From an optimization exercise on the open Yosys and OpenROAD flow, aimed at small area, a short achievable clock period and few clock cycles; shortcuts taken in it are not production practice.
Function was not checked in any run shown here: the RTL went through the layout flow alone.
No activity file was given, so power comes from the tool's default toggle rates.

$ cat flow/run.sh
#!/bin/bash
# The standard layout (the standard.sh) with extra ORFS settings:
# BUFFER_PORTS_ARGS="-buffer_cell sky130_fd_sc_hd__buf_1"
# make's full output goes to standard.log; each ORFS step keeps its own log under orfs/logs.
set -euo pipefail
bash standard.sh BUFFER_PORTS_ARGS="-buffer_cell sky130_fd_sc_hd__buf_1" finish > standard.log 2>&1
$ cat config.mk
export PLATFORM = sky130hd
export DESIGN_NAME = link_framer_top
export DESIGN_NICKNAME = link_framer_top
export VERILOG_FILES = /design/flow/design.v
export SDC_FILE = /design/flow/constraint.sdc
export NUM_CORES = 4
export LEC_CHECK = 0
export CAP_MARGIN = 20
export CORE_AREA = 3 3 61 61
export CTS_BUF_LIST = sky130_fd_sc_hd__clkbuf_1
export DIE_AREA = 0 0 64 64
export SETUP_SLACK_MARGIN = 2.3
export SLEW_MARGIN = 20
export SYNTH_HIERARCHICAL = 1
export SYNTH_MINIMUM_KEEP_SIZE = 0
$ cat design.v
`default_nettype none
package framing_pkg;
  localparam logic [7:0] start_byte  = 8'h7D;
  localparam logic [7:0] stop_byte   = 8'h7E;
  localparam logic [7:0] escape_byte = 8'h7F;
endpackage
`default_nettype wire
`timescale 1ns/1ps
`default_nettype none
import framing_pkg::*;
module lf_nand4 (input logic a, b, c, d, output logic y);
  assign y = !(a && b && c && d);
endmodule
module lf_nand4b (input logic an, b, c, d, output logic y);
  assign y = !(!an && b && c && d);
endmodule
module lf_nand3b (input logic an, b, c, output logic y);
  assign y = !(!an && b && c);
endmodule
module lf_nor2 (input logic a, b, output logic y);
  assign y = !(a || b);
endmodule
module lf_and2 (input logic a, b, output logic y);
  assign y = a && b;
endmodule
module lf_or2 (input logic a, b, output logic y);
  assign y = a || b;
endmodule
module lf_or2b (input logic a, bn, output logic y);
  assign y = a || !bn;
endmodule
module lf_a21oi (input logic a1, a2, b1, output logic y);
  assign y = !((a1 && a2) || b1);
endmodule
module lf_o21ai (input logic a1, a2, b1, output logic y);
  assign y = !((a1 || a2) && b1);
endmodule
module lf_o311a (input logic a1, a2, a3, b1, c1, output logic y);
  assign y = (a1 || a2 || a3) && b1 && c1;
endmodule
module lf_decode (
  input  logic body,
  input  logic b,
  output logic fresh,
  output logic at_stop,
  output logic at_start
);
  assign fresh    = body && b;
  assign at_stop  = !body && b;
  assign at_start = !body && !b;
endmodule
module lf_next (
  input  logic body,
  input  logic b,
  input  logic tvalid,
  input  logic tready,
  input  logic tlast,
  input  logic hi_n,
  input  logic pre_n,
  input  logic low_zero,
  output logic body_d,
  output logic b_d
);
  logic rv;
  logic esc;
  assign rv  = tready && tvalid;
  assign esc = !(hi_n || pre_n || low_zero);
  assign body_d = body ? (!rv || !tlast || esc) : (!b && rv);
  assign b_d    = body ? (b ? !(rv && esc) : rv) : (b ? !tready : rv);
endmodule
module link_framer_top (
  input  logic       aclk,
  input  logic       aresetn,
  input  logic       in_tvalid,
  output logic       in_tready,
  input  logic [7:0] in_tdata,
  input  logic       in_tlast,
  output logic       out_tvalid,
  input  logic       out_tready,
  output logic [7:0] out_tdata,
  output logic       out_tlast
);
  logic body;
  logic b;
  logic body_d;
  logic b_d;
  logic fresh;
  logic at_stop;
  logic at_start;
  lf_decode u_decode (.body(body), .b(b), .fresh(fresh), .at_stop(at_stop), .at_start(at_start));
  logic hi_n;      
  logic esc1_n;    
  logic esc0_n;    
  logic pre_n;     
  logic low_zero;  
  logic keep1_n;   
  logic keep0_n;   
  lf_nand4  u_hi    (.a(in_tdata[6]), .b(in_tdata[5]), .c(in_tdata[4]), .d(in_tdata[3]), .y(hi_n));
  lf_nand4b u_esc1  (.an(in_tdata[7]), .b(in_tdata[2]), .c(in_tdata[0]), .d(fresh), .y(esc1_n));
  lf_nand4b u_esc0  (.an(in_tdata[7]), .b(in_tdata[2]), .c(in_tdata[1]), .d(fresh), .y(esc0_n));
  lf_nand3b u_pre   (.an(in_tdata[7]), .b(in_tdata[2]), .c(fresh), .y(pre_n));
  lf_nor2   u_low   (.a(in_tdata[1]), .b(in_tdata[0]), .y(low_zero));
  lf_a21oi  u_keep1 (.a1(body), .a2(in_tdata[1]), .b1(at_stop), .y(keep1_n));
  lf_a21oi  u_keep0 (.a1(body), .a2(in_tdata[0]), .b1(at_start), .y(keep0_n));
  lf_o21ai  u_out1  (.a1(hi_n), .a2(esc1_n), .b1(keep1_n), .y(out_tdata[1]));
  lf_o21ai  u_out0  (.a1(hi_n), .a2(esc0_n), .b1(keep0_n), .y(out_tdata[0]));
  lf_o311a  u_rdy   (.a1(hi_n), .a2(pre_n), .a3(low_zero), .b1(out_tready), .c1(body), .y(in_tready));
  lf_and2   u_out7  (.a(body), .b(in_tdata[7]), .y(out_tdata[7]));
  for (genvar k = 2; k < 7; k++) begin : g_hi
    lf_or2b u_outk  (.a(in_tdata[k]), .bn(body), .y(out_tdata[k]));
  end
  lf_or2    u_valid (.a(in_tvalid), .b(at_stop), .y(out_tvalid));
  assign out_tlast = at_stop;
  lf_next u_next (
    .body     (body),
    .b        (b),
    .tvalid   (in_tvalid),
    .tready   (out_tready),
    .tlast    (in_tlast),
    .hi_n     (hi_n),
    .pre_n    (pre_n),
    .low_zero (low_zero),
    .body_d   (body_d),
    .b_d      (b_d)
  );
  always_ff @(posedge aclk or negedge aresetn) begin
    if (!aresetn) begin
      body <= 1'b0;
      b    <= 1'b0;
    end else begin
      body <= body_d;
      b    <= b_d;
    end
  end
endmodule
`default_nettype wire
$ cat standard.sh
#!/bin/bash
# synth_recipe.tcl (not shown) runs the flow's synth.tcl, then flattens the netlist and writes it again
# the make line also repeats each setting of config.mk as NAME=value (left out here)
make -C /OpenROAD-flow-scripts/flow DESIGN_CONFIG=/design/flow/config.mk WORK_HOME=/design/flow/orfs CLKGATE_MAP_FILE= SYNTH_SCRIPT=/design/flow/synth_recipe.tcl "${@:-finish}"
$ cat constraint.sdc
create_clock -name core_clock -period 4.5 [get_ports {aclk}]
set_input_delay 0.9000 -clock core_clock [delete_from_list [all_inputs] [get_ports {aclk}]]
set_output_delay 0.9000 -clock core_clock [all_outputs]
set_load 0.01 [all_outputs]
==> results of run 1 <==
[sequential cells by signal, indices dropped and copies added (netlist names)]
| signal | count |
|---|---|
| b | 1 |
| body | 1 |
[area by class of cell]
cell class	instances	area share (%)
multi-input cells	28	40.9
flip-flops and latches	2	10.8
repair buffers	30	34.4
well taps	44	11.5
clock buffers	3	2.36
[Yosys cell counts, types with 2 or more instances]
cell type	n
nor2_1	2
dfrtp_1	2
o21ai_1	2
nand4b_1	2
and2_1	2
a21oi_2	2
nand2b_1	5
[power groups by stage]
| stage | clock network (mW) | logic, mW | registers [mW] |
|---|---|---|---|
| after CTS | 0.0237 | 0.123 | 0.0552 |
| after global placement | 0 | 0.110 | 0.0535 |
| after floorplan | 0 | 0.0728 | 0.0450 |
| after global routing | 0.0267 | 0.185 | 0.0473 |
| final | 0.0228 | 0.167 | 0.0453 |
| after detailed placement | 0 | 0.112 | 0.0531 |
[routing by layer]
metal	share of wire [%]	up-vias
met1	49	168
met4	0	0
li1	-	182
met2	39	24
met5	0	-
met3	12	0
[Yosys stat by module (local to each module, per instance)]
| module | cell area [sq um] | copies in the design | cells inside |
|---|---|---|---|
| lf_nand3b | 7.51 | 1 | 1 |
| link_framer_top | 50.0 | 1 | 2 |
| lf_nor2 | 3.75 | 1 | 1 |
| lf_o21ai | 5.00 | 2 | 1 |
| lf_and2 | 6.26 | 1 | 1 |
| lf_or2 | 6.26 | 1 | 1 |
| lf_or2b | 6.26 | 5 | 1 |
| lf_o311a | 10.0 | 1 | 1 |
| lf_nand4b | 8.76 | 2 | 1 |
| lf_a21oi | 8.76 | 2 | 1 |
| lf_next | 47.5 | 1 | 8 |
| lf_nand4 | 6.26 | 1 | 1 |
| lf_decode | 16.3 | 1 | 3 |
[critical path: stages]
cell and delay, ps:
buf_6 90, nand3b_1 170, o311a_1 330, buf_2 140
[worst paths after layout]
path	depth (start not counted)	start	end	slack [ps]
max	4	in_tdata[7]	in_tready	1970
min	1	aresetn	b$_DFF_PN0_	450
max reg2reg	7	b$_DFF_PN0_	b$_DFF_PN0_	2780
min reg2reg	1	body$_DFF_PN0_	body$_DFF_PN0_	570
max in group asynchronous	1	aresetn	body$_DFF_PN0_	3910
min in group core_clock	1	body$_DFF_PN0_	body$_DFF_PN0_	570
[stage by stage]
step	worst slack, ps	instance area, sq um
final	1970	477
after global routing	1930	477
after CTS	1970	427
after detailed placement	1910	372
after global placement	1920	372
after floorplan	2170	230
[cell families (layout without fill, tap and decap cells)]
| kind of cell | count (synthesis) | after routing |
|---|---|---|
| buffers and inverters | 0 | 33 |
| and+or+nand+nor | 18 | 18 |
| AOI/OAI and AO/OA | 10 | 10 |
| DFF | 2 | 2 |
[timing repair]
item                                    in CTS  in global routing
endpoints found under the setup margin       6                  6
resized for setup                           13                  5
hold buffers                                 0                  0
pin swaps                                    2                  1
buffers inserted                             2                  5
[layout by cell type, fill, tap and decap left out]
master and count:
dfrtp_2 1, nand2_1 1, o311a_1 1, a21oi_2 2
dfrtp_1 1, buf_4 7, a21bo_1 1, nand4b_1 2
a31oi_1 1, buf_6 2, nand4_1 1, buf_2 5
a21oi_1 1, clkbuf_2 3, o31ai_1 1, nand3_1 1
nand2b_1 5, o21ai_2 2, o21ai_0 1, or2_1 1
nor2b_4 1, nor3_1 1, nor2_1 2, clkbuf_1 3
nand3b_1 1, buf_1 13, and2_1 2
==> results.toml, run 1 <==
[final_layout]
utilization_pct = 15.2
fillers = 359
area_delta_synth_final_pct = 107
antenna_cells = 0
multiInputGateArea_sq_um = 195
ff_latch_area_sq_um = 51.3
instances_no_fill = 107
drive_gt1_share_pct = 36.5
fin_nets = 78

[timing]
clock_skew_ps = 0.0869
fmax_ghz = 0.395
rsz0062_at_grt = "true"
tightest_slew_ps = 395
final.setup.tns_ps = 0
slew_violations = 0
period_needed_ps = 2530
slew-limit-headroom_pct = 73.5
period_share_pct = 56.3
hold_viol_final = 0
setup-violations-final = 0
hold_slack_ps = 455

[routing]
first_pass_iters = 5
vias = 374
drtAntennaViolNets = 0
first_iter_violations = 25
avgRoutedWirePerCell_microns = 8.90
via_per_inst = 3.50
drc = 0
routed_wl_microns = 952

[synth]
synth_area_leaders = "dfrtp_1 22%, nand2b_1 14%, a21oi_2 7.6%, nand4b_1 7.6%, and2_1 5.4%"
yosys.area_share.simple_pct = 47.3
synth_area_per_cell_sq_um = 7.67
synth_edf_count = 0
synth_nets = 43
synth_compound_area_share_pct = 31.0
yosysWarnings = 7
synthXorXnorAreaFrac_pct = 0
yosysSeqAreaShare_pct = 21.7
async_flop_share_pct = 100
synth_ff_type = "dfrtp_1"
synthAdderAreaFrac_pct = 0
synth_cell_types = 20
netlist_instances = 30
synth_top_family_by_area = "simple AND/OR/NAND/NOR gates"
muxShareOfSynthArea_pct = 0
yosysTopAreaCellShare_pct = 21.7
synth_area_sq_um = 230
synth_seq_cells = 2
synth_top_cell_by_area = "dfrtp_1"

[status]
outcome = "finished clean"

[clock_network]
clock_latency_ps = 210
cts_buffers = 3
clockBufferDepth = 2
cts_tree = "yes"
h-tree-depth = 1
clock_sinks = 2
clkTransAtPathRegs_ps = 60
cts_root_buf = "clkbuf_1"

[pwr]
power_leakage_nw = 0.177
clockPowerShare_pct = 9.7
sw_frac_of_total_pct = 47.2
power.density_mw_per_mm2 = 493
switchingPower_mw = 0.111
power_mw = 0.235
intPower_mw = 0.124
max-vdd-ir-drop_uv = 162
p_seq_share_pct = 19.3
pwr-share-comb_pct = 71.0

[floorplan]
die_x_microns = 64
start_util_pct = 7.36
die_h_microns = 64
ios = 24
rows = 20
fp.coreArea_sq_mm = 0.00313
die_area_sq_mm = 0.00410

[worst_setup_path]
start_kind = "primary input"
end_kind = "output pin"
cp.required_ps = 3600
crit_type = "primary input to output pin"
crit_fanout = 4
cp.arrival_ps = 1630

[global_route]
track_usage_pct = 4.53
grt_pass1_wl_microns = 1450
grtUsageMet3_pct = 2.46
top_usage_layer = "met1"
grt_max_degree = 16
grt_overflow = 0
groute.layer.met2.usage_pct = 5.29
use_met1_pct = 6.33
antenna_found_initial = 0
grt_pass1_vias = 295

[worst_hold_path]
min_path_type = "primary input to asynchronous set/reset pin"

[placed_design]
dpl.cell_count = 97
hpwlAfterDp_microns = 708
globalplace.congestion = 0.629
io_buffers = 23

[flow_run]
max_cap_viol_count = 0
==> run 2, diff against run 1 <==
--- a/config.mk
+++ b/config.mk
@@ -9,7 +9,7 @@
 export CORE_AREA = 3 3 61 61
 export CTS_BUF_LIST = sky130_fd_sc_hd__clkbuf_1
 export DIE_AREA = 0 0 64 64
-export SETUP_SLACK_MARGIN = 2.3
+export SETUP_SLACK_MARGIN = 2.0
 export SLEW_MARGIN = 20
 export SYNTH_HIERARCHICAL = 1
 export SYNTH_MINIMUM_KEEP_SIZE = 0
==> run 2 against run 1 <==
  * Clock power shrank 5%
  * First-iteration DRC count down 44%
  * Sequential power up 19%
  * Critical path depth stayed put
  * Die area unchanged
  * Synthesized cell count is the same
  * Critical path type unchanged
  * Largest power group unchanged
  * Register-to-register slack improved by 110 ps
  * Final cell count is 4.7% lower
  * Worst setup slack lost 2.3 ps
  * Highest routed layer unchanged
  * Still clean
  * Final area decreased by 12%
==> results.toml, run 2 <==
[floorplan]
start_util_pct = 7.36
rows = 20
ios = 24
fp.coreArea_sq_mm = 0.00313
die_h_microns = 64
die_x_microns = 64
die_area_sq_mm = 0.00410

[worst_setup_path]
crit_path_max_incr_delay_ps = 370
ff2ff_setup_slack_ps = 2890
critPathSlowestCell = "o311a_1"
r2r_end = "b$_DFF_PN0_"
cp.arrival_ps = 1640
crit_path_cell_trace = "buf_1, nand4_1, o311a_1, buf_2"
r2r.worst_path.cells = 6
crit_type = "primary input to output pin"
end_kind = "output pin"
crit_fanout = 2
start_kind = "primary input"
r2r_start = "body$_DFF_PN0_"
cp.required_ps = 3600

[global_route]
grt_max_degree = 16
antenna_found_initial = 0
grt_pass1_vias = 301
grt_overflow = 0
grt_pass1_wl_microns = 1400
track_usage_pct = 4.35

[synth]
yosysTopAreaCellShare_pct = 21.7
netlist_instances = 30
synth_area_leaders = "dfrtp_1 22%, nand2b_1 14%, a21oi_2 7.6%, nand4b_1 7.6%, and2_1 5.4%"
synth_cell_types = 20
synth_top_cell_by_area = "dfrtp_1"
synth_edf_count = 0
synth_area_sq_um = 230
yosysWarnings = 7
yosysMostFrequentCell = "nand2b_1"
synth_area_per_cell_sq_um = 7.67
async_flop_share_pct = 100
yosysSeqAreaShare_pct = 21.7
synth_seq_cells = 2
synth_nets = 43
synth_ff_type = "dfrtp_1"

[clock_network]
cts_tree = "yes"
h-tree-depth = 1
clkTransAtPathRegs_ps = 70
cts_root_buf = "clkbuf_1"
hold_buffers = 0
clockBufferDepth = 2
clock_sinks = 2
clock_latency_ps = 220
cts_buffers = 3

[routing]
first_pass_iters = 4
via_per_inst = 3.55
vias = 362
drtAntennaViolNets = 0
routed_wl_microns = 863
first_iter_violations = 14
drc = 0
avgRoutedWirePerCell_microns = 8.46

[timing]
final.setup.tns_ps = 0
rsz0062_at_grt = "true"
period_share_pct = 56.4
tightest_slew_ps = 288
hold_slack_ps = 452
slew-limit-headroom_pct = 80.6
period_needed_ps = 2540
fmax_ghz = 0.394
clock_skew_ps = 20.9
slew_violations = 0
hold_viol_final = 0
setup-violations-final = 0

[pwr]
max-vdd-ir-drop_uv = 109
power_mw = 0.197
power_leakage_nw = 0.139
power.density_mw_per_mm2 = 467

[final_layout]
antenna_cells = 0
mostFrequentLayoutCells = "16 x buf_1, 5 x nand2b_1, 3 x clkbuf_1, 3 x clkbuf_2, 3 x buf_2"
area_delta_synth_final_pct = 83.2
drive_gt1_share_pct = 24.1
fin_nets = 73
reg.largest.list = "b x1, body x1"
final_common_cell = "buf_1"

[flow_run]
max_cap_viol_count = 0

[placed_design]
globalplace.congestion = 0.659
io_buffers = 23
hpwlAfterDp_microns = 694

[worst_hold_path]
min_path_type = "primary input to asynchronous set/reset pin"

[status]
outcome = "finished clean"
## run 2: cell counts after synthesis
Identical to the previous run, type by type.
## run 2: modules after synthesis, one instance, submodules excluded
module           copies in the design  cells
lf_decode                           1      3
lf_o21ai                            2      1
lf_nand4                            1      1
lf_nand4b                           2      1
lf_or2b                             5      1
lf_nor2                             1      1
link_framer_top                     1      2
lf_o311a                            1      1
lf_a21oi                            2      1
lf_nand3b                           1      1
lf_next                             1      8
lf_and2                             1      1
lf_or2                              1      1
## run 2: layout make-up
type,count,area [sq um]
Multi-Input combinational cell,28,188
Timing Repair Buffer,25,116
Clock buffer,3,11.3
Tap cell,44,55.1
Fill cell,366,2710
Sequential cell,2,51.3
## run 2: cell families (layout without fill, tap and decap cells)
family | after synthesis | count (layout) | synth area share, %
AO/OA/AOI/OAI | 10 | 10 | 31.0
buffers and inverters | 0 | 28 | 0
flip-flops | 2 | 2 | 21.7
AND/OR/NAND/NOR | 18 | 18 | 47.3
## run 2: metal layers
metal	vias to the layer above	part of all wire, %	track usage (%)
met5	-	0	0
met2	22	37	5.16
met1	168	46	6.55
met3	0	17	2.46
li1	172	-	-
met4	0	0	0.809
## run 2: worst max-delay path by stage
stage / start / to / slack (ps) / depth (start not counted)
floorplan: in_tdata[7] / in_tready / 2160 / 2
global placement: in_tdata[4] / in_tready / 1910 / 4
detailed placement: in_tdata[4] / in_tready / 1890 / 4
CTS: in_tdata[7] / in_tready / 1960 / 4
global route: in_tdata[4] / in_tready / 1910 / 4
finish: in_tdata[3] / in_tready / 1960 / 4
## run 2: critical path: cells and delay by family
family,cells,cell delay (ps)
buf+inv,2,220
compound gates,1,370
simple gates,1,140
## run 2: per-stage QoR
step	utilization [%]	worst slack, ps	area [sq um]	instances
final	13.5	1960	422	102
after global routing	13.5	1910	422	102
after CTS	13.0	1960	408	102
after detailed placement	11.9	1890	372	97
after global placement	11.9	1910	372	97
after floorplan	-	2160	230	30
## run 2: timing repair
action                                  CTS  global route
endpoints found under the setup margin    1             3
resized for setup                         4             9
setup buffers                             2             0
pin swaps                                 2             2
endpoints found under the hold margin     0             0
## run 2: where the power goes
| part | switching (mW) | internal [mW] |
|---|---|---|
| sequential | 0.0264 | 0.0277 |
| clock | 0.0107 | 0.0109 |
| combinational | 0.0652 | 0.0559 |
| total | 0.102 | 0.0945 |
==> run 3, diff against run 2 <==
--- a/config.mk
+++ b/config.mk
@@ -9,7 +9,4 @@
 export CORE_AREA = 3 3 61 61
 export CTS_BUF_LIST = sky130_fd_sc_hd__clkbuf_1
 export DIE_AREA = 0 0 64 64
-export SETUP_SLACK_MARGIN = 2.0
 export SLEW_MARGIN = 20
-export SYNTH_HIERARCHICAL = 1
-export SYNTH_MINIMUM_KEEP_SIZE = 0
==> run 3 against run 2 <==
  * Global-route usage is 0.18 points higher
  * Critical path type unchanged
  * Area after synthesis is 26% higher
  * Still clean on timing, DRC and antenna
  * Count of clock-buffer cells in the layout stayed put
==> results.toml, run 3 <==
[routing]
first_iter_violations = 29
via_per_inst = 3.04
first_pass_iters = 4
routed_wl_microns = 825
highest_layer = "met4"
drtAntennaViolNets = 0
wl_met3_microns = 96
drc = 0
avgRoutedWirePerCell_microns = 8.42
wl_met1_microns = 333
wl_met2_microns = 382
vias = 298

[final_layout]
fillers = 367
utilization_pct = 12.1
area_delta_synth_final_pct = 30.2
drive_gt1_share_pct = 7.41
antenna_cells = 0
reg.largest.list = "b x1, body x1"
final_common_cell = "buf_1"
instances_no_fill = 98
multiInputGateArea_sq_um = 171
ff_latch_area_sq_um = 50.0
fin_area_sq_um = 378
mostFrequentLayoutCells = "23 x buf_1, 8 x nand2b_1, 3 x nor2_1, 3 x clkbuf_1"
fin_nets = 69

[clock_network]
clockBufferDepth = 2
clkTransAtPathRegs_ps = 50
post-cts-setup-buffer-count = 0
hold_buffers = 0
cts_tree = "yes"
cts_buffers = 3
clock_latency_ps = 190
clock_sinks = 2
ctsResizeCount = 0
h-tree-depth = 1
cts_root_buf = "clkbuf_1"

[synth]
synth_top_cells_by_count = "8 x buf_4, 8 x nand2b_1, 3 x nor2_1"
synthAdderAreaFrac_pct = 0
synth_top_family_by_area = "simple AND/OR/NAND/NOR gates"
synth_top_cell_by_area = "buf_4"
netlist_instances = 37
synth_area_per_cell_sq_um = 7.85
yosys.area_share.simple_pct = 46.1
synth_area_sq_um = 290
synth_seq_cells = 2
synthXorXnorAreaFrac_pct = 0
yosysTopAreaCellShare_pct = 20.7
synth_edf_count = 0
synth_ff_type = "dfrtp_1"
muxShareOfSynthArea_pct = 0
yosysWarnings = 1
yosysSeqAreaShare_pct = 17.2
synth_nets = 50
async_flop_share_pct = 100
synth_cell_types = 18
synth_area_leaders = "buf_4 21%, dfrtp_1 17%, nand2b_1 17%, nand4b_2 5.2%, or2b_1 5.2%"
synth_compound_area_share_pct = 12.9

[worst_setup_path]
crit_path_start = "in_tdata[7]"
r2r_start = "body$_DFF_PN0_"
end_kind = "output pin"
cp.arrival_ps = 1690
start_kind = "primary input"
cp.required_ps = 3600
crit_fanout = 2
crit_type = "primary input to output pin"

[placed_design]
dpl.cell_count = 95
hpwlAfterDp_microns = 721
dpl_cell_area_sq_um = 367
io_buffers = 23
globalplace.congestion = 0.684
place_worst_setup_slack_ps = 1910

[timing]
slew-limit-headroom_pct = 72.8
clock_skew_ps = 1.88
slew_violations = 0
hold_slack_ps = 479
period_share_pct = 57.4
rsz0062_at_grt = "false"
hold_viol_final = 0
tightest_slew_ps = 408
period_needed_ps = 2590
final.setup.tns_ps = 0
fmax_ghz = 0.387
worst_slack_ps = 1910
setup-violations-final = 0

[floorplan]
die_h_microns = 64
die_x_microns = 64
rows = 20
die_area_sq_mm = 0.00410
ios = 24
fp.coreArea_sq_mm = 0.00313
start_util_pct = 9.28

[global_route]
track_usage_pct = 4.54
antenna_found_initial = 0
grt_overflow = 0
grt_pass1_wl_microns = 1390
grt_max_degree = 15
grt_pass1_vias = 310

[status]
outcome = "finished clean"

[pwr]
power_leakage_nw = 0.129
power_mw = 0.164
power.density_mw_per_mm2 = 434
max-vdd-ir-drop_uv = 69.6

[worst_hold_path]
min_path_type = "primary input to asynchronous set/reset pin"

[flow_run]
max_cap_viol_count = 0
## run 3: worst max-delay path, cell delays in order
cell and delay (ps):
buf_1 80, nand4b_2 210, nor2_1 180, a22o_1 170, buf_1 150
## run 3: layout make-up
class / instances / share of cell area (%)
flip-flops and latches: 2 / 13.2
clock buffers: 3 / 2.98
repair buffers: 23 / 22.8
inverters: 1 / 0.993
multi-input cells: 25 / 45.4
well taps: 44 / 14.6
## run 3: final timing paths
kind                             endpoint  slack [ps]  depth (start not counted)
max in group asynchronous     b$_DFF_PN0_        3900                          1
min in group core_clock       b$_DFF_PN0_         570                          1
setup / recovery             out_tdata[0]        1910                          5
setup reg to reg              b$_DFF_PN0_        3210                          3
hold reg to reg               b$_DFF_PN0_         570                          1
hold / removal             body$_DFF_PN0_         480                          1
## run 3: cell families after synthesis
kind of cell    after synthesis
compound gates                5
buf+inv                      10
flops                         2
simple gates                 20
## run 3: layer usage
metal / vias up / GRT usage [%]
met2: 15 / 6.45
met3: 2 / 1.76
met1: 127 / 5.17
met4: 0 / 4.04
li1: 154 / -
met5: - / 0
## run 3: where the power goes
| part | total (mW) | internal (mW) | switching [mW] | leakage (nW) |
|---|---|---|---|---|
| clock network | 0.0200 | 0.0109 | 0.00910 | 0.00354 |
| registers | 0.0483 | 0.0268 | 0.0214 | 0.0229 |
| logic | 0.0956 | 0.0431 | 0.0525 | 0.102 |
| total | 0.164 | 0.0808 | 0.0830 | 0.129 |
==> run 4, diff against run 3 <==
==> flow/run.sh (replaced) <==
#!/bin/bash
# The standard layout (the standard.sh) with extra ORFS settings:
# BUFFER_PORTS_ARGS="-buffer_cell sky130_fd_sc_hd__buf_1" RECOVER_POWER=100
# make's full output goes to standard.log; each ORFS step keeps its own log under orfs/logs.
set -euo pipefail
bash standard.sh BUFFER_PORTS_ARGS="-buffer_cell sky130_fd_sc_hd__buf_1" RECOVER_POWER=100 finish > standard.log 2>&1
--- a/config.mk
+++ b/config.mk
@@ -9,4 +9,7 @@
 export CORE_AREA = 3 3 61 61
 export CTS_BUF_LIST = sky130_fd_sc_hd__clkbuf_1
 export DIE_AREA = 0 0 64 64
+export SETUP_SLACK_MARGIN = 2.0
 export SLEW_MARGIN = 20
+export SYNTH_HIERARCHICAL = 1
+export SYNTH_MINIMUM_KEEP_SIZE = 0
==> run 4 against run 3 <==
  * Hold slack got worse by 27 ps
  * Count of clock-buffer cells in the layout did not move
  * Routed wire length grew 5.7%
  * Global-route usage decreased by 0.18 points
  * Non-clock buffer count is 2 higher
  * Die area did not move
  * Sequential power increased by about 10%
  * Register-to-register slack lost 530 ps
  * Clock power up 7%
  * Utilization is 1.0 points higher
  * Critical path type is now flip-flop to output pin
  * Critical endpoint is now in_tready
==> results.toml, run 4 <==
[status]
outcome = "finished clean"

[floorplan]
die_h_microns = 64
ios = 24
rows = 20
die_area_sq_mm = 0.00410
start_util_pct = 7.36
fp.coreArea_sq_mm = 0.00313
die_x_microns = 64

[worst_setup_path]
r2r_end = "b$_DFF_PN0_"
r2r_start = "body$_DFF_PN0_"
crit_fanout = 15
crit_path_start = "body$_DFF_PN0_"
crit_end = "in_tready"
cp.arrival_ps = 1650
ff2ff_setup_slack_ps = 2680
cp.required_ps = 3600
r2r.worst_path.cells = 6
end_kind = "output pin"
crit_type = "flip-flop to output pin"
start_kind = "flip-flop"

[timing]
tightest_slew_ps = 487
fmax_ghz = 0.392
setup-violations-final = 0
rsz0062_at_grt = "true"
final.setup.tns_ps = 0
slew-limit-headroom_pct = 67.6
worst_slack_ps = 1950
period_needed_ps = 2550
slew_violations = 0
hold_viol_final = 0
clock_skew_ps = 20.8
period_share_pct = 56.6

[clock_network]
cts_root_buf = "clkbuf_1"
cts_tree = "yes"
cts_buffers = 3
clockBufferDepth = 2
clock_latency_ps = 220
clock_sinks = 2
clkTransAtPathRegs_ps = 70
h-tree-depth = 1

[pwr]
switchingPower_mw = 0.103
power_leakage_nw = 0.120
p_seq_share_pct = 27.6
intPower_mw = 0.0901
clockPowerShare_pct = 11.2
max-vdd-ir-drop_uv = 110
pwr-share-comb_pct = 61.2
sw_frac_of_total_pct = 53.3
power.density_mw_per_mm2 = 471

[placed_design]
dpl_cell_area_sq_um = 372
dpl.cell_count = 97
hpwlAfterDp_microns = 694
io_buffers = 23
place_worst_setup_slack_ps = 1890
globalplace.congestion = 0.659

[routing]
first_iter_violations = 13
vias = 361
drc = 0
avgRoutedWirePerCell_microns = 8.55
routed_wl_microns = 872
drtAntennaViolNets = 0
first_pass_iters = 4
via_per_inst = 3.54

[synth]
synth_area_per_cell_sq_um = 7.67
synth_ff_type = "dfrtp_1"
yosysTopAreaCellShare_pct = 21.7
async_flop_share_pct = 100
yosysMostFrequentCell = "nand2b_1"
synth_top_cell_by_area = "dfrtp_1"
synth_cell_types = 20
synth_edf_count = 0
synth_area_leaders = "dfrtp_1 22%, nand2b_1 14%, a21oi_2 7.6%, nand4b_1 7.6%, and2_1 5.4%"
synth_nets = 43
yosysSeqAreaShare_pct = 21.7
synth_area_sq_um = 230
yosysWarnings = 7
synth_seq_cells = 2
netlist_instances = 30

[final_layout]
area_delta_synth_final_pct = 78.3
reg.largest.list = "b x1, body x1"
final_common_cell = "buf_1"
antenna_cells = 0
fillers = 372
instances_no_fill = 102
fin_nets = 73
drive_gt1_share_pct = 12.1
utilization_pct = 13.1
mostFrequentLayoutCells = "16 x buf_1, 9 x clkbuf_1, 5 x nand2b_1"
fin_area_sq_um = 410

[global_route]
antenna_found_initial = 0
grt_pass1_vias = 301
track_usage_pct = 4.35
grt_pass1_wl_microns = 1400
grt_overflow = 0
grt_max_degree = 16

[flow_run]
max_cap_viol_count = 0

[worst_hold_path]
min_path_type = "primary input to asynchronous set/reset pin"
-- run 4: changes by cell type after synthesis, moves of 2 or more --
cell,previous run,this run
a21oi_2,0,2
buf_4,8,0
nand2b_1,8,5
nand4b_1,0,2
o21ai_1,0,2
or2b_1,2,0
-- run 4: worst max-delay path, cell delays in order (launching register included) --
cell,delay [ps]
dfrtp_1,630
and2_0,260
nand3b_1,130
o311a_1,300
clkbuf_1,130
-- run 4: how the worst min path moves through the flow --
stage | from | to | slack (ps)
after floorplan | b$_DFF_PN0_ | b$_DFF_PN0_ | 500
after global placement | b$_DFF_PN0_ | b$_DFF_PN0_ | 570
after detailed placement | b$_DFF_PN0_ | body$_DFF_PN0_ | 570
after CTS | aresetn | b$_DFF_PN0_ | 430
after global routing | aresetn | b$_DFF_PN0_ | 430
final | aresetn | b$_DFF_PN0_ | 450
-- run 4: layout make-up --
class,instances,area [sq um],area share [%]
Multi-Input combinational cell,28,188,45.7
Timing Repair Buffer,25,106,25.9
Tap cell,44,55.1,13.4
Sequential cell,2,50.0,12.2
Clock buffer,3,11.3,2.74
-- run 4: layer usage --
layer / track usage, % / routed length [microns]
met1: 6.55 / 403
met2: 5.16 / 326
met3: 2.46 / 142
met4: 0.809 / 0
met5: 0 / 0
-- run 4: through the flow --
stage	power (mW)	hold WS, ps
floorplan	0.118	498
global placement	0.164	567
detailed placement	0.165	572
CTS	0.193	427
global route	0.217	434
finish	0.193	452
-- run 4: logic make-up after synthesis --
kind of cell     synth area share [%]
AND/OR/NAND/NOR                  47.3
AO/OA/AOI/OAI                    31.0
flip-flops                       21.7
-- run 4: power by group through the flow --
stage | Combinational [mW] | Clock (mW) | Sequential, mW
after CTS | 0.115 | 0.0236 | 0.0549
after detailed placement | 0.112 | 0 | 0.0535
final | 0.118 | 0.0215 | 0.0533
after global routing | 0.135 | 0.0243 | 0.0584
after global placement | 0.110 | 0 | 0.0537
after floorplan | 0.0728 | 0 | 0.0450
-- run 4: per-module statistics from Yosys (local to each module, per instance), excerpt --
module / cell area, sq um / cells inside / times used
lf_next: 47.5 / 8 / 1
lf_decode: 16.3 / 3 / 1
lf_o311a: 10.0 / 1 / 1
lf_a21oi: 8.76 / 1 / 2
lf_nand4b: 8.76 / 1 / 2
lf_nand3b: 7.51 / 1 / 1
lf_or2b: 6.26 / 1 / 5
lf_and2: 6.26 / 1 / 1
lf_nand4: 6.26 / 1 / 1
lf_or2: 6.26 / 1 / 1
lf_o21ai: 5.00 / 1 / 2
lf_nor2: 3.75 / 1 / 1
-- run 4: timing repair --
item,in CTS,in global routing
endpoints found under the hold margin,0,0
resized for setup,4,9
pin swaps,2,2
endpoints found under the setup margin,1,3
buffers inserted,2,0
hold buffers,0,0
==> run 5, diff against run 4 <==
--- a/design.v
+++ b/design.v
@@ -35,8 +35,17 @@
 module lf_o21ai (input logic a1, a2, b1, output logic y);
   assign y = !((a1 || a2) && b1);
 endmodule
-module lf_o311a (input logic a1, a2, a3, b1, c1, output logic y);
-  assign y = (a1 || a2 || a3) && b1 && c1;
+module lf_a31oi (input logic a1, a2, a3, b1, output logic y);
+  assign y = !((a1 && a2 && a3) || b1);
+endmodule
+module lf_and4 (input logic a, b, c, d, output logic y);
+  assign y = a && b && c && d;
+endmodule
+module lf_and3b (input logic an, b, c, output logic y);
+  assign y = !an && b && c;
+endmodule
+module lf_nand2 (input logic a, b, output logic y);
+  assign y = !(a && b);
 endmodule
 module lf_decode (
   input  logic body,
@@ -104,7 +113,15 @@
   lf_a21oi  u_keep0 (.a1(body), .a2(in_tdata[0]), .b1(at_start), .y(keep0_n));
   lf_o21ai  u_out1  (.a1(hi_n), .a2(esc1_n), .b1(keep1_n), .y(out_tdata[1]));
   lf_o21ai  u_out0  (.a1(hi_n), .a2(esc0_n), .b1(keep0_n), .y(out_tdata[0]));
-  lf_o311a  u_rdy   (.a1(hi_n), .a2(pre_n), .a3(low_zero), .b1(out_tready), .c1(body), .y(in_tready));
+  logic hi;        
+  logic pre;       
+  logic low_any;   
+  logic go_n;      
+  lf_and4   u_hip   (.a(in_tdata[6]), .b(in_tdata[5]), .c(in_tdata[4]), .d(in_tdata[3]), .y(hi));
+  lf_and3b  u_prep  (.an(in_tdata[7]), .b(in_tdata[2]), .c(fresh), .y(pre));
+  lf_or2    u_lowa  (.a(in_tdata[1]), .b(in_tdata[0]), .y(low_any));
+  lf_nand2  u_go    (.a(out_tready), .b(body), .y(go_n));
+  lf_a31oi  u_rdy   (.a1(hi), .a2(pre), .a3(low_any), .b1(go_n), .y(in_tready));
   lf_and2   u_out7  (.a(body), .b(in_tdata[7]), .y(out_tdata[7]));
   for (genvar k = 2; k < 7; k++) begin : g_hi
     lf_or2b u_outk  (.a(in_tdata[k]), .bn(body), .y(out_tdata[k]));
==> flow/run.sh (replaced) <==
#!/bin/bash
# The standard layout (the standard.sh) with extra ORFS settings:
# BUFFER_PORTS_ARGS="-buffer_cell sky130_fd_sc_hd__buf_1"
# make's full output goes to standard.log; each ORFS step keeps its own log under orfs/logs.
set -euo pipefail
bash standard.sh BUFFER_PORTS_ARGS="-buffer_cell sky130_fd_sc_hd__buf_1" finish > standard.log 2>&1
--- a/config.mk
+++ b/config.mk
@@ -8,8 +8,10 @@
 export CAP_MARGIN = 20
 export CORE_AREA = 3 3 61 61
 export CTS_BUF_LIST = sky130_fd_sc_hd__clkbuf_1
+export CTS_CLUSTER_DIAMETER = 100
+export CTS_CLUSTER_SIZE = 4
 export DIE_AREA = 0 0 64 64
-export SETUP_SLACK_MARGIN = 2.0
+export SETUP_SLACK_MARGIN = 1.8
 export SLEW_MARGIN = 20
 export SYNTH_HIERARCHICAL = 1
 export SYNTH_MINIMUM_KEEP_SIZE = 0
==> run 5 against run 4 <==
  * Still clean on timing, DRC and antenna
  * Synthesized cell count grew 13%
  * Non-clock buffer count shrank 2
  * Register-to-register slack gained 170 ps
  * Final cell count grew 2.0%
  * Sequential power is essentially flat
  * Power shrank 1.8%
  * Final area shrank 0.91%
  * Via count grew 1.7%
  * Sequential share of layout area grew 0.11 points
  * Critical path type is now primary input to output pin
  * Largest cell class unchanged
  * Highest routed layer unchanged
==> results.toml, run 5 <==
[global_route]
antenna_found_initial = 0
grt_overflow = 0
track_usage_pct = 4.68
grt_max_degree = 16
grt_pass1_wl_microns = 1540
grt_pass1_vias = 317

[worst_setup_path]
r2r_end = "b$_DFF_PN0_"
crit_path_cell_trace = "buf_1, or2_1, a31oi_1, buf_1"
end_kind = "output pin"
r2r.worst_path.cells = 5
crit_type = "primary input to output pin"
timing.critical_path.buf_inv = 2
crit_fanout = 4
critPathSlowestCell = "or2_1"
cp.arrival_ps = 1590
crit_path_max_incr_delay_ps = 240
r2r_start = "body$_DFF_PN0_"
start_kind = "primary input"
ff2ff_setup_slack_ps = 2850
cpMostUsedCell = "buf_1"
cp.required_ps = 3600
path_delay_family = "buffers and inverters"

[routing]
first_pass_iters = 4
first_iter_violations = 11
routed_wl_microns = 876
drtAntennaViolNets = 0
vias = 367
avgRoutedWirePerCell_microns = 8.42
via_per_inst = 3.53
drc = 0

[clock_network]
post-cts-setup-buffer-count = 0
clock_sinks = 2
cts_tree = "yes"
ctsResizeCount = 0
clock_latency_ps = 210
clockBufferDepth = 2
h-tree-depth = 1
cts_root_buf = "clkbuf_1"
hold_buffers = 0
cts_buffers = 3
clkTransAtPathRegs_ps = 60

[flow_run]
max_cap_viol_count = 0

[floorplan]
fp.coreArea_sq_mm = 0.00313
die_area_sq_mm = 0.00410
ios = 24
die_x_microns = 64
die_h_microns = 64
start_util_pct = 8.12
rows = 20

[final_layout]
mostFrequentLayoutCells = "23 x buf_1, 5 x nand2b_1, 3 x clkbuf_1"
utilization_pct = 13.0
area_delta_synth_final_pct = 60.1
ff_latch_area_sq_um = 50.0
fin_nets = 75
final_common_cell = "buf_1"
multiInputGateArea_sq_um = 204
drive_gt1_share_pct = 3.33
fin_area_sq_um = 407
reg.largest.list = "b x1, body x1"
antenna_cells = 0
fillers = 370
instances_no_fill = 104

[timing]
period_needed_ps = 2490
final.setup.tns_ps = 0
period_share_pct = 55.4
fmax_ghz = 0.401
rsz0062_at_grt = "false"
clock_skew_ps = 5.83
setup-violations-final = 0
hold_viol_final = 0
hold_slack_ps = 459
worst_slack_ps = 2010
slew_violations = 0
tightest_slew_ps = 489
slew-limit-headroom_pct = 67.4

[placed_design]
hpwlAfterDp_microns = 743
dpl_cell_area_sq_um = 395
globalplace.congestion = 0.651
io_buffers = 23
place_worst_setup_slack_ps = 2000
dpl.cell_count = 101

[pwr]
power.density_mw_per_mm2 = 467
power_leakage_nw = 0.119
power_mw = 0.190
max-vdd-ir-drop_uv = 108

[synth]
synth_cell_types = 21
synth_edf_count = 0
async_flop_share_pct = 100
yosysWarnings = 7
synth_top_cell_by_area = "dfrtp_1"
yosysTopAreaCellShare_pct = 19.7
synth_seq_cells = 2
yosysSeqAreaShare_pct = 19.7
yosysMostFrequentCell = "nand2b_1"
synth_ff_type = "dfrtp_1"
synth_area_sq_um = 254
synth_area_leaders = "dfrtp_1 20%, nand2b_1 12%, a21oi_2 6.9%, nand4b_1 6.9%, a31oi_1 4.9%"
synth_area_per_cell_sq_um = 7.47
synth_nets = 47
netlist_instances = 34

[worst_hold_path]
min_path_type = "primary input to asynchronous set/reset pin"

[status]
outcome = "finished clean"
run 5: worst max-delay path by stage:
stage,end,cells after the start,startpoint
after detailed placement,in_tready,4,in_tdata[0]
after global routing,out_tdata[0],4,body$_DFF_PN0_
final,in_tready,4,in_tdata[0]
after floorplan,in_tready,2,in_tdata[0]
after global placement,in_tready,4,in_tdata[0]
after CTS,in_tready,4,in_tdata[0]
run 5: per-module statistics from Yosys (local to each module, per instance), excerpt:
| module | cells | copies in the design |
|---|---|---|
| link_framer_top | 2 | 1 |
| lf_decode | 3 | 1 |
| lf_and4 | 1 | 1 |
| lf_and3b | 1 | 1 |
| lf_nand4b | 1 | 2 |
| lf_a21oi | 1 | 2 |
| lf_nand3b | 1 | 1 |
| lf_and2 | 1 | 1 |
| lf_or2b | 1 | 5 |
| lf_or2 | 1 | 2 |
| lf_o21ai | 1 | 2 |
| lf_nand2 | 1 | 1 |
| lf_nor2 | 1 | 1 |
run 5: cells by family after synthesis:
logic type / after synthesis / synth area share [%]
AOI/OAI and AO/OA: 10 / 26.6
and+or+nand+nor: 22 / 53.7
DFF: 2 / 19.7
run 5: layout make-up:
| class | count | share of cell area [%] |
|---|---|---|
| Sequential cell | 2 | 12.3 |
| Timing Repair Buffer | 23 | 21.2 |
| Clock buffer | 3 | 2.77 |
| Tap cell | 44 | 13.5 |
| Multi-Input combinational cell | 32 | 50.2 |
run 5: routing by layer:
layer / track usage (%) / share of wire (%)
met1: 7.17 / 53
met2: 5.94 / 38
met3: 0.879 / 9.2
met4: 2.43 / 0
met5: 0 / 0
run 5: report_power, final:
| group | switching, mW | total, mW | internal [mW] |
|---|---|---|---|
| Sequential | 0.0270 | 0.0536 | 0.0267 |
| Combinational | 0.0664 | 0.114 | 0.0478 |
| Clock | 0.0109 | 0.0218 | 0.0109 |
==> run 6, diff against run 5 <==
--- a/config.mk
+++ b/config.mk
@@ -11,7 +11,7 @@
 export CTS_CLUSTER_DIAMETER = 100
 export CTS_CLUSTER_SIZE = 4
 export DIE_AREA = 0 0 64 64
-export SETUP_SLACK_MARGIN = 1.8
+export SETUP_SLACK_MARGIN = 2.2
 export SLEW_MARGIN = 20
 export SYNTH_HIERARCHICAL = 1
 export SYNTH_MINIMUM_KEEP_SIZE = 0
==> run 6 against run 5 <==
  * Still clean on timing, DRC and antenna
  * Power rose by 15%
  * Non-clock buffer count rose by 3
  * Critical path depth did not move
  * Worst setup slack improved by 96 ps
  * First-iteration DRC count fell by 9.1%
  * Area after synthesis did not move
  * Hold slack got worse by 11 ps
  * Highest routed layer unchanged
==> results.toml, run 6 <==
[worst_setup_path]
crit_fanout = 4
end_kind = "output pin"
cp.required_ps = 3600
crit_type = "primary input to output pin"
r2r.worst_path.cells = 5
cp.arrival_ps = 1500
start_kind = "primary input"

[synth]
synth_edf_count = 0
yosysMostFrequentCell = "nand2b_1"
synthXorXnorAreaFrac_pct = 0
yosysWarnings = 7
synth_top_family_by_area = "simple AND/OR/NAND/NOR gates"
async_flop_share_pct = 100
yosysTopAreaCellShare_pct = 19.7
muxShareOfSynthArea_pct = 0
synth_compound_area_share_pct = 26.6
synth_top_cell_by_area = "dfrtp_1"
yosysSeqAreaShare_pct = 19.7
synth_nets = 47
synth_area_sq_um = 254
netlist_instances = 34
synth_area_per_cell_sq_um = 7.47
synthAdderAreaFrac_pct = 0
synth_ff_type = "dfrtp_1"
yosys.area_share.simple_pct = 53.7
synth_area_leaders = "dfrtp_1 20%, nand2b_1 12%, a21oi_2 6.9%, nand4b_1 6.9%, a31oi_1 4.9%"
synth_cell_types = 21
synth_seq_cells = 2

[pwr]
max-vdd-ir-drop_uv = 149
intPower_mw = 0.110
sw_frac_of_total_pct = 49.6
p_seq_share_pct = 21.0
switchingPower_mw = 0.108
power_mw = 0.217
power_leakage_nw = 0.178
clockPowerShare_pct = 10.4
pwr-share-comb_pct = 68.6
power.density_mw_per_mm2 = 456

[global_route]
track_usage_pct = 4.65
grt_pass1_vias = 320
grt_max_degree = 16
antenna_found_initial = 0
grt_pass1_wl_microns = 1520
grt_overflow = 0

[placed_design]
hpwlAfterDp_microns = 743
io_buffers = 23
dpl_cell_area_sq_um = 395
globalplace.congestion = 0.651

[clock_network]
h-tree-depth = 1
cts_tree = "yes"
cts_root_buf = "clkbuf_1"
clkTransAtPathRegs_ps = 70
hold_buffers = 0
clockBufferDepth = 2
cts_buffers = 3
clock_latency_ps = 220
clock_sinks = 2

[final_layout]
antenna_cells = 0
drive_gt1_share_pct = 28.6
reg.largest.list = "b x1, body x1"
multiInputGateArea_sq_um = 204
fin_nets = 78
fillers = 363
mostFrequentLayoutCells = "11 x buf_1, 5 x nand2b_1, 5 x buf_2, 5 x buf_6"
ff_latch_area_sq_um = 51.3
area_delta_synth_final_pct = 87.7
utilization_pct = 15.2
fin_area_sq_um = 477
final_common_cell = "buf_1"

[flow_run]
max_cap_viol_count = 0

[timing]
period_needed_ps = 2400
tightest_slew_ps = 302
final.setup.tns_ps = 0
hold_viol_final = 0
hold_slack_ps = 448
period_share_pct = 53.2
setup-violations-final = 0
clock_skew_ps = 13.7
slew-limit-headroom_pct = 79.8
fmax_ghz = 0.417
slew_violations = 0
rsz0062_at_grt = "true"

[routing]
wl_met3_microns = 88
first_pass_iters = 4
via_per_inst = 3.39
first_iter_violations = 10
wl_met1_microns = 472
routed_wl_microns = 948
highest_layer = "met3"
avgRoutedWirePerCell_microns = 8.86
vias = 363
drtAntennaViolNets = 0
drc = 0
wl_met2_microns = 387

[floorplan]
ios = 24
die_area_sq_mm = 0.00410
die_h_microns = 64
fp.coreArea_sq_mm = 0.00313
die_x_microns = 64
rows = 20
start_util_pct = 8.12

[worst_hold_path]
min_path_type = "primary input to asynchronous set/reset pin"

[status]
outcome = "finished clean"
run 6: cell counts after synthesis:
Identical to the previous run, type by type.
run 6: logic make-up after synthesis:
kind of cell	count (synthesis)
AOI/OAI and AO/OA	10
DFF	2
and+or+nand+nor	22
run 6: worst paths after layout:
path / startpoint / to / slack, ps
setup / recovery: in_tdata[0] / in_tready / 2100
setup reg to reg: body$_DFF_PN0_ / b$_DFF_PN0_ / 3100
hold reg to reg: b$_DFF_PN0_ / body$_DFF_PN0_ / 580
hold / removal: aresetn / body$_DFF_PN0_ / 450
min in group core_clock: b$_DFF_PN0_ / body$_DFF_PN0_ / 580
max in group asynchronous: aresetn / b$_DFF_PN0_ / 3910
run 6: cell type report:
cell class,instances,area share [%]
clock buffer,3,2.36
tap,44,11.5
multi-input combinational,32,42.8
timing repair buffer,26,32.5
sequential,2,10.8
run 6: per-module statistics from Yosys, one instance, submodules excluded, excerpt:
| module | flops+latches | times used | cells inside |
|---|---|---|---|
| lf_nand3b | 0 | 1 | 1 |
| link_framer_top | 2 | 1 | 2 |
| lf_and2 | 0 | 1 | 1 |
| lf_a31oi | 0 | 1 | 1 |
| lf_and4 | 0 | 1 | 1 |
| lf_and3b | 0 | 1 | 1 |
| lf_next | 0 | 1 | 8 |
| lf_nand2 | 0 | 1 | 1 |
| lf_nand4b | 0 | 2 | 1 |
| lf_or2b | 0 | 5 | 1 |
| lf_nand4 | 0 | 1 | 1 |
| lf_or2 | 0 | 2 | 1 |
run 6: what timing repair did:
item	in CTS	in global routing
pin swaps	3	3
resized for setup	9	11
setup endpoints to repair	4	4
buffers inserted	0	3
run 6: power groups by stage:
| stage | logic, mW | clock network, mW | registers, mW |
|---|---|---|---|
| after global placement | 0.114 | 0 | 0.0536 |
| after detailed placement | 0.116 | 0 | 0.0522 |
| after floorplan | 0.0741 | 0 | 0.0450 |
| final | 0.149 | 0.0226 | 0.0457 |
| after global routing | 0.167 | 0.0270 | 0.0484 |
| after CTS | 0.119 | 0.0244 | 0.0538 |
run 6: worst max-delay path, stage by stage:
cell     delay (ps)
buf_2           120
or2_1           200
a31oi_1         120
buf_2           150
run 6: through the flow:
stage	setup WS, ps	cells
after floorplan	2240	34
after global placement	2000	101
after detailed placement	2000	101
after CTS	2100	104
after global routing	2040	107
final	2100	107
run 6: metal layers:
| metal | track usage [%] | vias up |
|---|---|---|
| li1 | - | 186 |
| met2 | 6.06 | 21 |
| met3 | 0.879 | 0 |
| met1 | 6.97 | 156 |
| met4 | 2.43 | 0 |
| met5 | 0 | - |
==> run 7, diff against run 6 <==
==> config.mk (replaced) <==
export PLATFORM = sky130hd
export DESIGN_NAME = link_framer_top
export DESIGN_NICKNAME = link_framer_top
export VERILOG_FILES = /design/flow/design.v
export SDC_FILE = /design/flow/constraint.sdc
export NUM_CORES = 4
export LEC_CHECK = 0
export ABC_AREA = 1
export CAP_MARGIN = 20
export CORE_AREA = 3 3 61 61
export CTS_BUF_LIST = sky130_fd_sc_hd__clkbuf_1
export DIE_AREA = 0 0 64 64
export SLEW_MARGIN = 20
export SYNTH_HIERARCHICAL = 1
export SYNTH_MINIMUM_KEEP_SIZE = 0
==> run 7 against run 6 <==
  * Still clean
  * Register-to-register slack lost 30 ps
  * Critical path depth up 2
  * Utilization rose by 1.7 points
  * Fmax is 3.3% lower
  * Hold slack gained 17 ps
  * Area after synthesis increased by 48%
  * First-iteration DRC count decreased by 10%
  * Global-route usage grew 0.77 points
  * Sequential cell count unchanged
  * Power down 5.1%
  * Largest power group unchanged
==> results.toml, run 7 <==
[status]
outcome = "finished clean"

[pwr]
power.density_mw_per_mm2 = 390
sw_frac_of_total_pct = 58.1
switchingPower_mw = 0.120
clockPowerShare_pct = 10.3
max-vdd-ir-drop_uv = 65.6
intPower_mw = 0.0865
pwr-share-comb_pct = 63.0
p_seq_share_pct = 26.7
power_leakage_nw = 0.327

[synth]
synth_ff_type = "dfrtp_1"
netlist_instances = 80
synth_top_cells_by_count = "31 x nand2_1, 29 x inv_1, 5 x nor2_1, 4 x nand3_1, 4 x nor2_2"
synth_area_sq_um = 377
async_flop_share_pct = 100
yosysTopAreaCellShare_pct = 30.9
synth_top_cell_by_area = "nand2_1"
synth_cell_types = 9
synth_nets = 93
yosysWarnings = 7
yosysSeqAreaShare_pct = 13.3
synth_edf_count = 0
synth_area_leaders = "nand2_1 31%, inv_1 29%, dfrtp_1 13%, nor2_2 6.6%, nand3_1 5.3%"
yosysMostFrequentCell = "nand2_1"
synth_area_per_cell_sq_um = 4.71
synth_seq_cells = 2

[timing]
slew_violations = 0
period_share_pct = 55.1
slew-limit-headroom_pct = 65.8
hold_viol_final = 0
rsz0062_at_grt = "false"
period_needed_ps = 2480
tightest_slew_ps = 512
setup-violations-final = 0
final.setup.tns_ps = 0
clock_skew_ps = 1.10
fmax_ghz = 0.404

[worst_setup_path]
cp.arrival_ps = 1580
end_kind = "output pin"
crit_path_cell_trace = "buf_1, nand2_1, inv_1, nand2_1, o21ai_1, buf_1"
cp.required_ps = 3600
path_delay_family = "buffers and inverters"
start_kind = "primary input"
crit_fanout = 4
critPathSlowestCell = "buf_1"
timing.critical_path.buf_inv = 3
crit_type = "primary input to output pin"
r2r.worst_path.cells = 7
crit_cells = 6
crit_path_max_incr_delay_ps = 190

[clock_network]
clock_sinks = 2
clock_latency_ps = 200
h-tree-depth = 1
clkTransAtPathRegs_ps = 50
cts_root_buf = "clkbuf_1"
ctsResizeCount = 0
cts_tree = "yes"
post-cts-setup-buffer-count = 0
cts_buffers = 3
hold_buffers = 0
clockBufferDepth = 2

[routing]
drc = 0
routed_wl_microns = 1010
first_pass_iters = 2
drtAntennaViolNets = 0
vias = 467
via_per_inst = 3.11
avgRoutedWirePerCell_microns = 6.70
first_iter_violations = 9

[global_route]
grt_pass1_wl_microns = 1780
track_usage_pct = 5.41
grt_overflow = 0
antenna_found_initial = 0
grt_max_degree = 16
grt_pass1_vias = 457

[final_layout]
area_delta_synth_final_pct = 40.5
drive_gt1_share_pct = 6.60
reg.largest.list = "b x1, body x1"
fillers = 384
multiInputGateArea_sq_um = 218
final_common_cell = "nand2_1"
fin_nets = 121
utilization_pct = 16.9
mostFrequentLayoutCells = "31 x nand2_1, 29 x inv_1, 23 x buf_1"
antenna_cells = 0
ff_latch_area_sq_um = 50.0

[floorplan]
die_x_microns = 64
start_util_pct = 12.0
die_h_microns = 64
die_area_sq_mm = 0.00410
ios = 24
fp.coreArea_sq_mm = 0.00313
rows = 20

[flow_run]
max_cap_viol_count = 0

[worst_hold_path]
min_path_type = "primary input to asynchronous set/reset pin"

[placed_design]
hpwlAfterDp_microns = 894
io_buffers = 23
globalplace.congestion = 0.786
run 7: changes by cell type after synthesis, sizes merged, moves of 2 or more:
| cell | before | now |
|---|---|---|
| a31oi | 2 | 0 |
| and2 | 2 | 0 |
| inv | 0 | 29 |
| nand2 | 2 | 31 |
| nand2b | 5 | 0 |
| nand3 | 1 | 5 |
| nand4b | 2 | 0 |
| nor2 | 2 | 9 |
| or2 | 2 | 0 |
run 7: worst reg2reg max path, delay by kind of cell (launching register included):
kind | cells | cell delay [ps]
and+or+nand+nor | 6 | 530
DFF | 1 | 660
buffers and inverters | 1 | 130
run 7: metal layers:
| metal | share of wire (%) | track usage (%) | vias up |
|---|---|---|---|
| met4 | 0 | 2.43 | 0 |
| met1 | 48 | 6.65 | 180 |
| met3 | 8.8 | 2.46 | 0 |
| met5 | 0 | 0 | - |
| met2 | 43 | 8.00 | 14 |
| li1 | - | - | 273 |
run 7: area by class of cell:
cell class	count	share of cell area, %
tap	44	10.4
multi-input combinational	49	41.1
timing repair buffer	23	16.3
sequential	2	9.46
inverter	29	20.6
clock buffer	3	2.13
run 7: logic make-up after synthesis:
logic type	after synthesis	share of synthesized area (%)
AO/OA/AOI/OAI	4	7.31
buffers and inverters	29	28.9
flip-flops	2	13.3
AND/OR/NAND/NOR	45	50.5
run 7: power groups by stage:
| stage | clock network [mW] | logic, mW | registers [mW] |
|---|---|---|---|
| 5_1_grt | 0.0260 | 0.153 | 0.0589 |
| 3_5_place_dp | 0 | 0.133 | 0.0564 |
| 6_report | 0.0213 | 0.130 | 0.0551 |
| 4_1_cts | 0.0241 | 0.134 | 0.0561 |
| 3_3_place_gp | 0 | 0.132 | 0.0564 |
| 2_1_floorplan | 0 | 0.0922 | 0.0483 |
run 7: worst paths after layout:
kind | from | endpoint | slack [ps]
max in group asynchronous | aresetn | body$_DFF_PN0_ | 3910
worst min-delay path | aresetn | b$_DFF_PN0_ | 460
worst max-delay path | in_tdata[1] | out_tdata[0] | 2020
min in group core_clock | b$_DFF_PN0_ | b$_DFF_PN0_ | 680
worst max register to register | body$_DFF_PN0_ | b$_DFF_PN0_ | 3070
worst min register to register | b$_DFF_PN0_ | b$_DFF_PN0_ | 680
run 7: Yosys stat by module (local to each module, per instance), a selection:
module / cells inside / area [sq um] / flops+latches / times used
lf_next: 23 / 90.1 / 0 / 1
link_framer_top: 2 / 50.0 / 2 / 1
lf_decode: 5 / 21.3 / 0 / 1
lf_nand4b: 5 / 21.3 / 0 / 2
lf_nand4: 5 / 18.8 / 0 / 1
lf_a31oi: 4 / 16.3 / 0 / 1
lf_and4: 3 / 11.3 / 0 / 1
lf_or2: 3 / 11.3 / 0 / 2
lf_and3b: 2 / 10.0 / 0 / 1
lf_a21oi: 1 / 8.76 / 0 / 2
lf_and2: 2 / 7.51 / 0 / 1
lf_or2b: 2 / 7.51 / 0 / 5
lf_o21ai: 1 / 5.00 / 0 / 2
lf_nand2: 1 / 3.75 / 0 / 1
lf_nor2: 1 / 3.75 / 0 / 1
run 7: per-stage QoR:
stage | total power, mW | hold slack, ps | setup slack [ps] | std cells | instance area (sq um)
after floorplan | 0.140 | 602 | 2360 | 80 | 377
after global placement | 0.189 | 669 | 1990 | 147 | 518
after detailed placement | 0.189 | 670 | 1990 | 147 | 518
after CTS | 0.214 | 429 | 1960 | 150 | 529
after global routing | 0.238 | 430 | 1770 | 150 | 529
final | 0.206 | 464 | 2020 | 150 | 529
==> run 8, diff against run 7 <==
--- a/config.mk
+++ b/config.mk
@@ -10,6 +10,7 @@
 export CORE_AREA = 3 3 61 61
 export CTS_BUF_LIST = sky130_fd_sc_hd__clkbuf_1
 export DIE_AREA = 0 0 64 64
+export SETUP_SLACK_MARGIN = 1.8
 export SLEW_MARGIN = 20
 export SYNTH_HIERARCHICAL = 1
 export SYNTH_MINIMUM_KEEP_SIZE = 0
==> run 8 against run 7 <==
  * Power up 0.73%
  * Fmax unchanged
  * Non-clock buffer count unchanged
  * Final area up 0.24%
  * Worst setup slack unchanged
  * Routed wire length up 0.50%
  * First-iteration DRC count unchanged
  * Largest cell class unchanged
  * Register-to-register slack better by 160 ps
  * Utilization about the same
  * Sequential cell count unchanged
==> results.toml, run 8 <==
[pwr]
switchingPower_mw = 0.120
power.density_mw_per_mm2 = 392
max-vdd-ir-drop_uv = 68.7
intPower_mw = 0.0876
pwr-share-comb_pct = 62.5
power_leakage_nw = 0.326
sw_frac_of_total_pct = 57.9
clockPowerShare_pct = 10.4
p_seq_share_pct = 27.1

[timing]
final.setup.tns_ps = 0
tightest_slew_ps = 285
period_needed_ps = 2480
period_share_pct = 55.1
rsz0062_at_grt = "false"
slew_violations = 0
hold_viol_final = 0
hold_slack_ps = 459
setup-violations-final = 0
fmax_ghz = 0.404
slew-limit-headroom_pct = 81.0
clock_skew_ps = 1.83

[placed_design]
dpl_cell_area_sq_um = 518
dpl.cell_count = 147
hpwlAfterDp_microns = 894
io_buffers = 23
globalplace.congestion = 0.786

[routing]
drc = 0
first_pass_iters = 2
avgRoutedWirePerCell_microns = 6.73
drtAntennaViolNets = 0
vias = 467
first_iter_violations = 9
via_per_inst = 3.11
routed_wl_microns = 1010

[synth]
yosysTopAreaCellShare_pct = 30.9
synth_ff_type = "dfrtp_1"
synthXorXnorAreaFrac_pct = 0
muxShareOfSynthArea_pct = 0
synth_area_per_cell_sq_um = 4.71
synth_top_family_by_area = "simple AND/OR/NAND/NOR gates"
async_flop_share_pct = 100
synth_top_cell_by_area = "nand2_1"
synth_compound_area_share_pct = 7.31
yosysWarnings = 7
synth_top_cells_by_count = "31 x nand2_1, 29 x inv_1, 5 x nor2_1, 4 x nand3_1, 4 x nor2_2"
synth_nets = 93
yosysSeqAreaShare_pct = 13.3
synth_area_leaders = "nand2_1 31%, inv_1 29%, dfrtp_1 13%, nor2_2 6.6%, nand3_1 5.3%"
synth_cell_types = 9
yosys.area_share.simple_pct = 50.5
synth_seq_cells = 2
synth_area_sq_um = 377
synthAdderAreaFrac_pct = 0
netlist_instances = 80
synth_edf_count = 0
yosysMostFrequentCell = "nand2_1"

[clock_network]
clock_latency_ps = 210
hold_buffers = 0
cts_buffers = 3
clock_sinks = 2
clkTransAtPathRegs_ps = 50
cts_tree = "yes"
h-tree-depth = 1
clockBufferDepth = 2
cts_root_buf = "clkbuf_1"

[final_layout]
area_delta_synth_final_pct = 40.9
mostFrequentLayoutCells = "31 x nand2_1, 29 x inv_1, 23 x buf_1"
multiInputGateArea_sq_um = 218
instances_no_fill = 150
fin_area_sq_um = 531
drive_gt1_share_pct = 7.55
fillers = 386
reg.largest.list = "b x1, body x1"
ff_latch_area_sq_um = 51.3
antenna_cells = 0
fin_nets = 121
final_common_cell = "nand2_1"
utilization_pct = 17.0

[floorplan]
start_util_pct = 12.0
rows = 20
die_x_microns = 64
fp.coreArea_sq_mm = 0.00313
die_area_sq_mm = 0.00410
die_h_microns = 64
ios = 24

[worst_setup_path]
crit_path_start = "in_tdata[1]"
crit_type = "primary input to output pin"
crit_path_max_incr_delay_ps = 190
r2r_end = "b$_DFF_PN0_"
cp.arrival_ps = 1580
crit_fanout = 4
cp.required_ps = 3600
critPathSlowestCell = "buf_1"
crit_path_cell_trace = "buf_1, nand2_1, inv_1, nand2_1, o21ai_1, buf_1"
r2r.worst_path.cells = 7
r2r_start = "body$_DFF_PN0_"
crit_end = "out_tdata[0]"
ff2ff_setup_slack_ps = 3230
start_kind = "primary input"
end_kind = "output pin"

[global_route]
grt_overflow = 0
grt_max_degree = 16
track_usage_pct = 5.41
grt_pass1_wl_microns = 1780
grt_pass1_vias = 457
antenna_found_initial = 0

[status]
outcome = "finished clean"

[flow_run]
max_cap_viol_count = 0

[worst_hold_path]
min_path_type = "primary input to asynchronous set/reset pin"
-- run 8: cell counts after synthesis --
Identical to the previous run, type by type.
-- run 8: metal layers --
metal	track usage, %	routed length [microns]	vias up	share of wire [%]
li1	-	-	273	-
met3	2.46	90	0	8.9
met1	6.65	486	180	48
met4	2.43	0	0	0
met5	0	0	-	0
met2	8.00	433	14	43
-- run 8: area by class of cell --
| class | count | share of cell area (%) |
|---|---|---|
| Multi-Input combinational cell | 49 | 41.0 |
| Sequential cell | 2 | 9.67 |
| Timing Repair Buffer | 23 | 16.3 |
| Clock buffer | 3 | 2.12 |
| Tap cell | 44 | 10.4 |
| Inverter | 29 | 20.5 |
-- run 8: repair_timing --
item	CTS	global route
endpoints found under the setup margin	0	2
hold endpoints to repair	0	0
gates resized for setup	0	1
buffers inserted	0	0
-- run 8: worst min path at each step --
stage / startpoint / endpoint / cells after the start / slack [ps]
floorplan: aresetn / b$_DFF_PN0_ / 0 / 600
CTS: aresetn / b$_DFF_PN0_ / 1 / 430
detailed placement: b$_DFF_PN0_ / b$_DFF_PN0_ / 4 / 670
global route: aresetn / body$_DFF_PN0_ / 1 / 430
finish: aresetn / b$_DFF_PN0_ / 1 / 460
global placement: b$_DFF_PN0_ / b$_DFF_PN0_ / 4 / 670
-- run 8: per-stage QoR --
stage | worst slack [ps] | power [mW]
floorplan | 2360 | 0.140
global placement | 1990 | 0.189
detailed placement | 1990 | 0.189
CTS | 1960 | 0.214
global route | 1820 | 0.239
finish | 2020 | 0.208
-- run 8: modules after synthesis, one instance, submodules excluded, a selection --
module	flops+latches	cell area, sq um	times used	cells inside
lf_nor2	0	3.75	1	1
lf_next	0	90.1	1	23
lf_and2	0	7.51	1	2
lf_or2b	0	7.51	5	2
lf_and3b	0	10.0	1	2
lf_a31oi	0	16.3	1	4
lf_o21ai	0	5.00	2	1
lf_and4	0	11.3	1	3
lf_nand2	0	3.75	1	1
-- run 8: kinds of logic after synthesis --
logic type / count (synthesis)
flops: 2
buf+inv: 29
simple gates: 45
compound gates: 4
-- run 8: worst max-delay path, delay by kind of cell --
family,cells,cell delay (ps)
AO/OA/AOI/OAI,1,130
buffers and inverters,3,420
AND/OR/NAND/NOR,2,120
-- run 8: power by group through the flow --
stage / sequential [mW] / combinational [mW] / clock, mW
global route: 0.0601 / 0.153 / 0.0260
finish: 0.0563 / 0.130 / 0.0217
floorplan: 0.0483 / 0.0922 / 0
CTS: 0.0561 / 0.134 / 0.0241
global placement: 0.0564 / 0.132 / 0
detailed placement: 0.0564 / 0.133 / 0

## separate check: timing with driven ports
In the flow no input, the clock included, has a driving cell. The finished layouts below were timed again as built, in two steps.
Step 1 sets driving cells, clkbuf_16 on the clock port and buf_2 on the other inputs (assumed; they add their load-dependent delay and slew).
Step 2 moves the port delays by t, midway between the first and last clock arrival at a register: inputs arrive t later, outputs are due t later. That takes back most of the time a late clock gives input paths.
Three values: no drivers, after step 1, after step 2; two values: the first two.
run | shift t [ns] | setup WS [ns] | worst hold slack (ns) | worst setup path after step 2
run 1 | 0.229 | 1.966 / 1.935 / 1.935 | 0.455 / 0.469 / 0.565 | input to output
run 2 | 0.221 | 1.964 / 1.940 / 1.940 | 0.452 / 0.466 / 0.583 | input to output
run 3 | 0.210 | 1.915 / 1.893 / 1.893 | 0.479 / 0.485 / 0.566 | input to output
run 4 | 0.221 | 1.951 / 1.936 / 1.953 | 0.452 / 0.466 / 0.584 | input to output
run 5 | 0.218 | 2.008 / 1.987 / 1.987 | 0.459 / 0.470 / 0.582 | input to output
run 6 | 0.223 | 2.104 / 2.080 / 2.080 | 0.448 / 0.459 / 0.578 | input to output
run 7 | 0.217 | 2.022 / 1.998 / 1.998 | 0.464 / 0.475 / 0.678 | input to output
run 8 | 0.224 | 2.022 / 1.998 / 1.998 | 0.459 / 0.469 / 0.678 | input to output
After both steps setup and hold are still met in every run listed. The setup slack of run 1, which loses most, moves by -0.031 ns with the drivers and by -0.031 ns with both steps.
